Background: an optimization exercise with open tools, aiming at a short achievable clock period and few clock cycles per item. Do not read the settings as production practice.
The RTL was checked by simulation tests, not by an equivalence proof against the original design.

--- flow/config.mk ---
export PLATFORM = sky130hd
export DESIGN_NAME = fme_halfpel_win
export DESIGN_NICKNAME = fme_halfpel_win
export VERILOG_FILES = /design/flow/design.v
export SDC_FILE = /design/flow/constraint.sdc
export NUM_CORES = 4
export LEC_CHECK = 0
export ABC_CLOCK_PERIOD_IN_PS = 3000
export CAP_MARGIN = 20
export CORE_MARGIN = 2
export CORE_UTILIZATION = 40
export SLEW_MARGIN = 20
--- flow/constraint.sdc ---
create_clock -name core_clock -period 9.5 [get_ports {clk}]
set_input_delay 1.9000 -clock core_clock [delete_from_list [all_inputs] [get_ports {clk}]]
set_output_delay 1.9000 -clock core_clock [all_outputs]
set_load 0.01 [all_outputs]
--- flow/design.v ---
module fme_halfpel_win #(
  parameter int PIX_W = 8,
  parameter int REF_W = 16,
  parameter int REF_H = 16
) (
  input  logic                         clk,
  input  logic                         rst,
  input  logic                         start,
  input  logic [$clog2(REF_W)-1:0]     cx,
  input  logic [$clog2(REF_H)-1:0]     cy,
  output logic                         rd_en,
  output logic [$clog2(REF_W*REF_H)-1:0] rd_addr,
  input  logic [PIX_W-1:0]             rd_data,
  output logic                         busy,
  output logic                         done,
  output logic [9*PIX_W-1:0]           half
);
  localparam int HVW = 21;    
  localparam int HW  = 15;    
  localparam int SHW = 11;    
  localparam logic [2:0] W_0 = 3'd0, W_P1 = 3'd1, W_M4 = 3'd2, W_M5 = 3'd3,
                         W_16 = 3'd4, W_20 = 3'd5, W_36 = 3'd6;
  function automatic logic [6:0] axis_cls(input logic [3:0] c, input logic [3:0] p);
    logic [2:0] w0, w1;
    logic [4:0] d;
    w0 = W_0;
    w1 = W_0;
    if (c < 4'd3 && p == 4'd0) begin
      case (c)
        4'd0:    begin w0 = W_36; w1 = W_16; end
        4'd1:    begin w0 = W_16; w1 = W_M4; end
        default: begin w0 = W_M4; w1 = W_P1; end
      endcase
    end else if (c > 4'd12 && p == 4'd15) begin
      case (c)
        4'd15:   begin w0 = W_16; w1 = W_36; end
        4'd14:   begin w0 = W_M4; w1 = W_16; end
        default: begin w0 = W_P1; w1 = W_M4; end
      endcase
    end else begin
      d = {1'b0, p} - {1'b0, c} + 5'd3;
      case (d)
        5'd0: begin w0 = W_P1; w1 = W_0;  end
        5'd1: begin w0 = W_M5; w1 = W_P1; end
        5'd2: begin w0 = W_20; w1 = W_M5; end
        5'd3: begin w0 = W_20; w1 = W_20; end
        5'd4: begin w0 = W_M5; w1 = W_20; end
        5'd5: begin w0 = W_P1; w1 = W_M5; end
        5'd6: begin w0 = W_0;  w1 = W_P1; end
        default: begin w0 = W_0; w1 = W_0; end
      endcase
    end
    axis_cls = {w0, w1, (p == c)};
  endfunction
  function automatic logic [9:0] wterms(input logic [2:0] w);
    case (w)
      W_P1:    wterms = {1'b1, 1'b0, 3'd0, 1'b0, 1'b0, 3'd0};
      W_M4:    wterms = {1'b1, 1'b1, 3'd2, 1'b0, 1'b0, 3'd0};
      W_M5:    wterms = {1'b1, 1'b1, 3'd2, 1'b1, 1'b1, 3'd0};
      W_16:    wterms = {1'b1, 1'b0, 3'd4, 1'b0, 1'b0, 3'd0};
      W_20:    wterms = {1'b1, 1'b0, 3'd4, 1'b1, 1'b0, 3'd2};
      W_36:    wterms = {1'b1, 1'b0, 3'd5, 1'b1, 1'b0, 3'd2};
      default: wterms = '0;
    endcase
  endfunction
  function automatic logic [SHW:0] tsel(input logic en, input logic neg, input logic [3:0] sh);
    logic [SHW-1:0] oh;
    oh = '0;
    for (int s = 0; s < SHW; s++)
      if (en && sh == 4'(s)) oh[s] = 1'b1;
    tsel = {en & neg, oh};
  endfunction
  function automatic logic [4*(SHW+1)-1:0] prod_sel(input logic [2:0] a, input logic [2:0] b);
    logic [9:0] ta, tb;
    ta = wterms(a);
    tb = wterms(b);
    prod_sel = {tsel(ta[9] & tb[9], ta[8] ^ tb[8], {1'b0, ta[7:5]} + {1'b0, tb[7:5]}),
                tsel(ta[9] & tb[4], ta[8] ^ tb[3], {1'b0, ta[7:5]} + {1'b0, tb[2:0]}),
                tsel(ta[4] & tb[9], ta[3] ^ tb[8], {1'b0, ta[2:0]} + {1'b0, tb[7:5]}),
                tsel(ta[4] & tb[4], ta[3] ^ tb[3], {1'b0, ta[2:0]} + {1'b0, tb[2:0]})};
  endfunction
  function automatic logic [2*(SHW+1)-1:0] lin_sel(input logic en, input logic [2:0] a);
    logic [9:0] ta;
    ta = wterms(a);
    lin_sel = {tsel(en & ta[9], ta[8], {1'b0, ta[7:5]}),
               tsel(en & ta[4], ta[3], {1'b0, ta[2:0]})};
  endfunction
  logic              busy_q, rd_en_q, done_q;
  logic [3:0]        X, Y;       
  logic [3:0]        xq, yq;     
  logic              px, py;     
  logic [3:0]        xlo, xhi, ylo, yhi;
  logic              upx, upy;   
  logic [3:0]        ex0, ex1, ey0, ey1;
  logic              row_end, last_rd;
  logic              a_v, a_l, m_v;
  assign xlo = (X < 4'd3)  ? 4'd0  : X - 4'd3;
  assign xhi = (X > 4'd12) ? 4'd15 : X + 4'd3;
  assign ylo = (Y < 4'd3)  ? 4'd0  : Y - 4'd3;
  assign yhi = (Y > 4'd12) ? 4'd15 : Y + 4'd3;
  assign upx = (X >= 4'd3);
  assign upy = (Y >= 4'd3);
  assign ex0 = upx ? xhi : xlo;
  assign ex1 = upx ? xlo : xhi;
  assign ey0 = upy ? yhi : ylo;
  assign ey1 = upy ? ylo : yhi;
  assign row_end = px && (xq == ex1);
  assign last_rd = row_end && py && (yq == ey1);
  always_ff @(posedge clk or negedge rst) begin
    if (!rst) begin
      busy_q  <= 1'b0;
      rd_en_q <= 1'b0;
      done_q  <= 1'b0;
      a_v     <= 1'b0;
      a_l     <= 1'b0;
      m_v     <= 1'b0;
    end else begin
      done_q <= a_l;
      if (!busy_q) begin
        busy_q  <= start;
        rd_en_q <= start;
      end else begin
        if (a_l) busy_q <= 1'b0;
        if (rd_en_q && last_rd) rd_en_q <= 1'b0;
      end
      a_v <= rd_en_q;
      a_l <= rd_en_q && last_rd;
      m_v <= a_v;
    end
  end
  always_ff @(posedge clk) begin
    if (!busy_q) begin
      X  <= cx;
      Y  <= cy;
      xq <= cx;
      yq <= cy;
      px <= 1'b0;
      py <= 1'b0;
    end else if (rd_en_q) begin
      if (!px) begin
        if (xq == ex0) begin
          xq <= upx ? X - 4'd1 : X + 4'd1;
          px <= 1'b1;
        end else begin
          xq <= upx ? xq + 4'd1 : xq - 4'd1;
        end
      end else if (!row_end) begin
        xq <= upx ? xq - 4'd1 : xq + 4'd1;
      end else begin
        xq <= X;
        px <= 1'b0;
        if (!py) begin
          if (yq == ey0) begin
            yq <= upy ? Y - 4'd1 : Y + 4'd1;
            py <= 1'b1;
          end else begin
            yq <= upy ? yq + 4'd1 : yq - 4'd1;
          end
        end else begin
          yq <= upy ? yq - 4'd1 : yq + 4'd1;
        end
      end
    end
  end
  logic [6:0] ccls, rcls;    
  always_ff @(posedge clk) begin
    ccls <= axis_cls(X, xq);
    rcls <= axis_cls(Y, yq);
  end
  function automatic logic wneg(input logic [2:0] w);
    wneg = (w == W_M4) || (w == W_M5);
  endfunction
  function automatic logic [3:0] prod_en(input logic [2:0] a, input logic [2:0] b);
    logic [9:0] ta, tb;
    ta = wterms(a);
    tb = wterms(b);
    prod_en = {ta[9] & tb[9], ta[9] & tb[4], ta[4] & tb[9], ta[4] & tb[4]};
  endfunction
  function automatic logic [1:0] lin_en(input logic en, input logic [2:0] a);
    logic [9:0] ta;
    ta = wterms(a);
    lin_en = {en & ta[9], en & ta[4]};
  endfunction
  logic [4*(SHW+1)-1:0] s_hv [4];    
  logic [2*(SHW+1)-1:0] s_l  [4];    
  logic [PIX_W-1:0]     p_hv [4][4];
  logic [PIX_W-1:0]     p_l  [4][2];
  logic [PIX_W-1:0]     pc_q;
  logic [2:0]           wh [4][2];   
  logic [2:0]           wl [4];      
  logic [3:0]           en_hv [4];
  logic [1:0]           en_l [4];
  logic [PIX_W-1:0]     d_hv [4], d_l [4];
  always_comb begin
    wh[0][0] = ccls[6:4]; wh[0][1] = rcls[6:4];
    wh[1][0] = ccls[3:1]; wh[1][1] = rcls[6:4];
    wh[2][0] = ccls[6:4]; wh[2][1] = rcls[3:1];
    wh[3][0] = ccls[3:1]; wh[3][1] = rcls[3:1];
    wl[0] = ccls[6:4];
    wl[1] = ccls[3:1];
    wl[2] = rcls[6:4];
    wl[3] = rcls[3:1];
    for (int k = 0; k < 4; k++) begin
      en_hv[k] = prod_en(wh[k][0], wh[k][1]);
      d_hv[k]  = rd_data ^ {PIX_W{wneg(wh[k][0]) ^ wneg(wh[k][1])}};
      en_l[k]  = lin_en((k < 2) ? rcls[0] : ccls[0], wl[k]);
      d_l[k]   = rd_data ^ {PIX_W{wneg(wl[k])}};
    end
  end
  always_ff @(posedge clk) begin
    for (int k = 0; k < 4; k++) begin
      for (int j = 0; j < 4; j++)
        p_hv[k][j] <= en_hv[k][j] ? d_hv[k] : '0;
      for (int j = 0; j < 2; j++)
        p_l[k][j] <= en_l[k][j] ? d_l[k] : '0;
      s_hv[k] <= prod_sel(wh[k][0], wh[k][1]);
      s_l[k]  <= lin_sel((k < 2) ? rcls[0] : ccls[0], wl[k]);
    end
    if (a_v && ccls[0] && rcls[0]) pc_q <= rd_data;
  end
  function automatic logic [HVW-1:0] term(input logic [PIX_W-1:0] pn, input logic [SHW:0] sel);
    logic [HVW-1:0] t;
    t = '0;
    for (int s = 0; s < SHW; s++)
      if (sel[s]) t = t | (HVW'(pn) << s);
    term = t;
  endfunction
  function automatic logic [2*HVW-1:0] csa(input logic [HVW-1:0] a, b, c, input logic cin);
    logic [HVW-1:0] s, m;
    s = a ^ b ^ c;
    m = (a & b) | (a & c) | (b & c);
    csa = {s, m[HVW-2:0], cin};
  endfunction
  function automatic logic [2*HVW-1:0] mac4(input logic [HVW-1:0] fs, fc,
                                            input logic [PIX_W-1:0] p0, p1, p2, p3,
                                            input logic [4*(SHW+1)-1:0] sel);
    logic [HVW-1:0] t0, t1, t2, t3, s1, c1, s2, c2, s3, c3;
    t0 = term(p0, sel[0*(SHW+1) +: SHW+1]);
    t1 = term(p1, sel[1*(SHW+1) +: SHW+1]);
    t2 = term(p2, sel[2*(SHW+1) +: SHW+1]);
    t3 = term(p3, sel[3*(SHW+1) +: SHW+1]);
    {s1, c1} = csa(t0, t1, t2, 1'b0);
    {s2, c2} = csa(fs, fc, t3, 1'b0);
    {s3, c3} = csa(s1, c1, s2, 1'b0);
    mac4     = csa(s3, c3, c2, 1'b0);
  endfunction
  function automatic logic [2*HW-1:0] lmac(input logic [HW-1:0] fs, fc,
                                           input logic [PIX_W-1:0] p0, p1,
                                           input logic [2*(SHW+1)-1:0] sel);
    logic [HVW-1:0] t0, t1, s1, c1, s2, c2;
    t0 = term(p0, sel[0*(SHW+1) +: SHW+1]);
    t1 = term(p1, sel[1*(SHW+1) +: SHW+1]);
    {s1, c1} = csa(HVW'(fs), HVW'(fc), t0, 1'b0);
    {s2, c2} = csa(s1, c1, t1, 1'b0);
    lmac = {s2[HW-1:0], c2[HW-1:0]};
  endfunction
  function automatic logic [2:0] clamp_cls(input logic [3:0] c);
    if (c < 4'd3)       clamp_cls = 3'(c);
    else if (c > 4'd12) clamp_cls = 3'(c - 4'd9);
    else                clamp_cls = 3'd3;
  endfunction
  function automatic logic [4*21-1:0] init_hv(input logic [2:0] xc, input logic [2:0] yc);
    case ({xc, yc})
      6'd0: init_hv = {21'd2003314, 21'd2003314, 21'd2003314, 21'd2003314};
      6'd1: init_hv = {21'd1960474, 21'd1960474, 21'd2003314, 21'd2003314};
      6'd2: init_hv = {21'd1949764, 21'd1949764, 21'd1960474, 21'd1960474};
      6'd3: init_hv = {21'd1949764, 21'd1949764, 21'd1949764, 21'd1949764};
      6'd4: init_hv = {21'd1960474, 21'd1960474, 21'd1949764, 21'd1949764};
      6'd5: init_hv = {21'd2003314, 21'd2003314, 21'd1960474, 21'd1960474};
      6'd6: init_hv = {21'd2003314, 21'd2003314, 21'd2003314, 21'd2003314};
      6'd8: init_hv = {21'd1960474, 21'd2003314, 21'd1960474, 21'd2003314};
      6'd9: init_hv = {21'd1909474, 21'd1960474, 21'd1960474, 21'd2003314};
      6'd10: init_hv = {21'd1896724, 21'd1949764, 21'd1909474, 21'd1960474};
      6'd11: init_hv = {21'd1896724, 21'd1949764, 21'd1896724, 21'd1949764};
      6'd12: init_hv = {21'd1909474, 21'd1960474, 21'd1896724, 21'd1949764};
      6'd13: init_hv = {21'd1960474, 21'd2003314, 21'd1909474, 21'd1960474};
      6'd14: init_hv = {21'd1960474, 21'd2003314, 21'd1960474, 21'd2003314};
      6'd16: init_hv = {21'd1949764, 21'd1960474, 21'd1949764, 21'd1960474};
      6'd17: init_hv = {21'd1896724, 21'd1909474, 21'd1949764, 21'd1960474};
      6'd18: init_hv = {21'd1883464, 21'd1896724, 21'd1896724, 21'd1909474};
      6'd19: init_hv = {21'd1883464, 21'd1896724, 21'd1883464, 21'd1896724};
      6'd20: init_hv = {21'd1896724, 21'd1909474, 21'd1883464, 21'd1896724};
      6'd21: init_hv = {21'd1949764, 21'd1960474, 21'd1896724, 21'd1909474};
      6'd22: init_hv = {21'd1949764, 21'd1960474, 21'd1949764, 21'd1960474};
      6'd24: init_hv = {21'd1949764, 21'd1949764, 21'd1949764, 21'd1949764};
      6'd25: init_hv = {21'd1896724, 21'd1896724, 21'd1949764, 21'd1949764};
      6'd26: init_hv = {21'd1883464, 21'd1883464, 21'd1896724, 21'd1896724};
      6'd27: init_hv = {21'd1883464, 21'd1883464, 21'd1883464, 21'd1883464};
      6'd28: init_hv = {21'd1896724, 21'd1896724, 21'd1883464, 21'd1883464};
      6'd29: init_hv = {21'd1949764, 21'd1949764, 21'd1896724, 21'd1896724};
      6'd30: init_hv = {21'd1949764, 21'd1949764, 21'd1949764, 21'd1949764};
      6'd32: init_hv = {21'd1960474, 21'd1949764, 21'd1960474, 21'd1949764};
      6'd33: init_hv = {21'd1909474, 21'd1896724, 21'd1960474, 21'd1949764};
      6'd34: init_hv = {21'd1896724, 21'd1883464, 21'd1909474, 21'd1896724};
      6'd35: init_hv = {21'd1896724, 21'd1883464, 21'd1896724, 21'd1883464};
      6'd36: init_hv = {21'd1909474, 21'd1896724, 21'd1896724, 21'd1883464};
      6'd37: init_hv = {21'd1960474, 21'd1949764, 21'd1909474, 21'd1896724};
      6'd38: init_hv = {21'd1960474, 21'd1949764, 21'd1960474, 21'd1949764};
      6'd40: init_hv = {21'd2003314, 21'd1960474, 21'd2003314, 21'd1960474};
      6'd41: init_hv = {21'd1960474, 21'd1909474, 21'd2003314, 21'd1960474};
      6'd42: init_hv = {21'd1949764, 21'd1896724, 21'd1960474, 21'd1909474};
      6'd43: init_hv = {21'd1949764, 21'd1896724, 21'd1949764, 21'd1896724};
      6'd44: init_hv = {21'd1960474, 21'd1909474, 21'd1949764, 21'd1896724};
      6'd45: init_hv = {21'd2003314, 21'd1960474, 21'd1960474, 21'd1909474};
      6'd46: init_hv = {21'd2003314, 21'd1960474, 21'd2003314, 21'd1960474};
      6'd48: init_hv = {21'd2003314, 21'd2003314, 21'd2003314, 21'd2003314};
      6'd49: init_hv = {21'd1960474, 21'd1960474, 21'd2003314, 21'd2003314};
      6'd50: init_hv = {21'd1949764, 21'd1949764, 21'd1960474, 21'd1960474};
      6'd51: init_hv = {21'd1949764, 21'd1949764, 21'd1949764, 21'd1949764};
      6'd52: init_hv = {21'd1960474, 21'd1960474, 21'd1949764, 21'd1949764};
      6'd53: init_hv = {21'd2003314, 21'd2003314, 21'd1960474, 21'd1960474};
      6'd54: init_hv = {21'd2003314, 21'd2003314, 21'd2003314, 21'd2003314};
      default: init_hv = '0;
    endcase
  endfunction
  function automatic logic [2*15-1:0] init_l(input logic [2:0] c);
    case (c)
      3'd0: init_l = {15'd31509, 15'd31509};
      3'd1: init_l = {15'd30489, 15'd31509};
      3'd2: init_l = {15'd30234, 15'd30489};
      3'd3: init_l = {15'd30234, 15'd30234};
      3'd4: init_l = {15'd30489, 15'd30234};
      3'd5: init_l = {15'd31509, 15'd30489};
      3'd6: init_l = {15'd31509, 15'd31509};
      default: init_l = '0;
    endcase
  endfunction
  logic [2:0]     xc_q, yc_q;
  logic [4*HVW-1:0] ihv;
  logic [2*HW-1:0]  ilx, ily;
  always_ff @(posedge clk) begin
    xc_q <= clamp_cls(X);
    yc_q <= clamp_cls(Y);
  end
  assign ihv = init_hv(xc_q, yc_q);
  assign ilx = init_l(xc_q);
  assign ily = init_l(yc_q);
  logic           m_first;
  logic [HVW-1:0] hv_s [4], hv_c [4];
  logic [HW-1:0]  l_s [4],  l_c [4];    
  logic [HVW-1:0] hv_s0 [4], hv_c0 [4];
  logic [HW-1:0]  l_s0 [4],  l_c0 [4];
  always_ff @(posedge clk or negedge rst) begin
    if (!rst) m_first <= 1'b0;
    else      m_first <= a_v && !m_v;
  end
  always_comb begin
    for (int k = 0; k < 4; k++) begin
      hv_s0[k] = m_first ? ihv[k*HVW +: HVW] : hv_s[k];
      hv_c0[k] = m_first ? '0        : hv_c[k];
      l_s0[k]  = m_first ? ((k < 2) ? ilx[k*HW +: HW] : ily[(k-2)*HW +: HW]) : l_s[k];
      l_c0[k]  = m_first ? '0        : l_c[k];
    end
  end
  always_ff @(posedge clk) begin
    for (int k = 0; k < 4; k++) begin
      {hv_s[k], hv_c[k]} <= mac4(hv_s0[k], hv_c0[k], p_hv[k][0], p_hv[k][1], p_hv[k][2],
                                 p_hv[k][3], s_hv[k]);
      {l_s[k], l_c[k]}   <= lmac(l_s0[k], l_c0[k], p_l[k][0], p_l[k][1], s_l[k]);
    end
  end
  logic [3:0]       isn_q, isf_q;    
  logic [PIX_W-1:0] qa;              
  logic [HVW-1:0]   bq [4];
  logic [1:0]       kn, kf;
  assign kn = {!upy, !upx};
  assign kf = {!upy, upx};
  function automatic logic [HVW-1:0] bsum(input logic [HVW-1:0] fs, fc,
                                          input logic [PIX_W-1:0] q, input logic n, f);
    logic [HVW-1:0] t1, t2, s1, c1, s2, c2;
    t1 = n ? (HVW'(q) << 4) : f ? (HVW'(q ^ 8'hff) << 2) : '0;
    t2 = n ? (HVW'(q) << 2) : f ? HVW'(q ^ 8'hff)        : '0;
    {s1, c1} = csa(fs, fc, t1, 1'b0);
    {s2, c2} = csa(s1, c1, t2, 1'b0);
    bsum = s2 + c2;
  endfunction
  always_ff @(posedge clk) begin
    qa <= rd_data;
    for (int k = 0; k < 4; k++) begin
      isn_q[k] <= (kn == 2'(k));
      isf_q[k] <= (kf == 2'(k));
      bq[k]    <= bsum(hv_s[k], hv_c[k], qa, isn_q[k], isf_q[k]);
    end
  end
  function automatic logic [PIX_W-1:0] clip13(input logic [12:0] h);
    if (h[12])             clip13 = '0;
    else if (h[11] | h[10]) clip13 = '1;
    else                   clip13 = h[9:2];
  endfunction
  function automatic logic [PIX_W-1:0] fin_hv(input logic [HVW-1:0] b,
                                              input logic [PIX_W-1:0] q, p,
                                              input logic n, f);
    logic [HVW-1:0]   t1, t2, u, m, v;
    logic [PIX_W-1:0] pn;
    logic [9:0]       lo;
    logic [12:0]      h0, h1, h2;
    t1 = n ? (HVW'(q ^ 8'hff) << 2) : f ? HVW'(q) : '0;
    t2 = n ? HVW'(q ^ 8'hff) : '0;
    u  = b ^ t1 ^ t2;
    m  = (b & t1) | (b & t2) | (t1 & t2);
    v  = {m[HVW-2:0], 1'b0};
    pn = n ? p : '0;
    lo = {2'b0, u[7:0]} + {2'b0, v[7:0]} + {2'b0, pn};
    h0 = u[20:8] + v[20:8];
    h1 = u[20:8] + v[20:8] + 13'd1;
    h2 = u[20:8] + v[20:8] + 13'd2;
    case (lo[9:8])
      2'd0:    fin_hv = clip13(h0);
      2'd1:    fin_hv = clip13(h1);
      default: fin_hv = clip13(h2);
    endcase
  endfunction
  function automatic logic [PIX_W-1:0] fin_l(input logic [HW-1:0] a, b);
    logic [HW-1:0] v;
    v = a + b;
    if (v[HW-1])      fin_l = '0;
    else if (v[HW-2]) fin_l = '1;
    else              fin_l = v[12:5];
  endfunction
  logic [9*PIX_W-1:0] res_c, half_q;
  always_comb begin
    res_c = '0;
    res_c[0*PIX_W +: PIX_W] = fin_hv(bq[0], qa, rd_data, isn_q[0], isf_q[0]);
    res_c[1*PIX_W +: PIX_W] = fin_l(l_s[2], l_c[2]);
    res_c[2*PIX_W +: PIX_W] = fin_hv(bq[1], qa, rd_data, isn_q[1], isf_q[1]);
    res_c[3*PIX_W +: PIX_W] = fin_l(l_s[0], l_c[0]);
    res_c[4*PIX_W +: PIX_W] = pc_q;
    res_c[5*PIX_W +: PIX_W] = fin_l(l_s[1], l_c[1]);
    res_c[6*PIX_W +: PIX_W] = fin_hv(bq[2], qa, rd_data, isn_q[2], isf_q[2]);
    res_c[7*PIX_W +: PIX_W] = fin_l(l_s[3], l_c[3]);
    res_c[8*PIX_W +: PIX_W] = fin_hv(bq[3], qa, rd_data, isn_q[3], isf_q[3]);
  end
  always_ff @(posedge clk or negedge rst) begin
    if (!rst)     half_q <= '0;
    else if (a_l) half_q <= res_c;
  end
  assign rd_en   = rd_en_q;
  assign rd_addr = {yq, xq};
  assign busy    = busy_q;
  assign done    = done_q;
  assign half    = half_q;
endmodule
--- flow/flow/run.sh ---
#!/bin/bash
set -uo pipefail
bash standard.sh SETUP_SLACK_MARGIN=6.7 finish > make.log 2>&1
status=$?
tail -40 make.log
exit $status
--- flow/standard.sh ---
#!/bin/bash
# synth_recipe.tcl (not shown) runs the flow's synth.tcl, then flattens the netlist and writes it again
# the make line also repeats each setting of config.mk as NAME=value (left out here)
make -C /OpenROAD-flow-scripts/flow DESIGN_CONFIG=/design/flow/config.mk WORK_HOME=/design/flow/orfs CLKGATE_MAP_FILE= SYNTH_SCRIPT=/design/flow/synth_recipe.tcl "${@:-finish}"
==> run summary <==
==> reports/results.ini <==
[outcome]
status = aborted with a tool error
stage_where_the_run_ended = 1_2_yosys
stop_error = ERROR: TCL interpreter returned an error: Source files actually used in the design:

[yosys]
synthesis.yosys.warnings = 20

Testbench counts, summed over its fixed seeds: cycles 15,743, items 384.
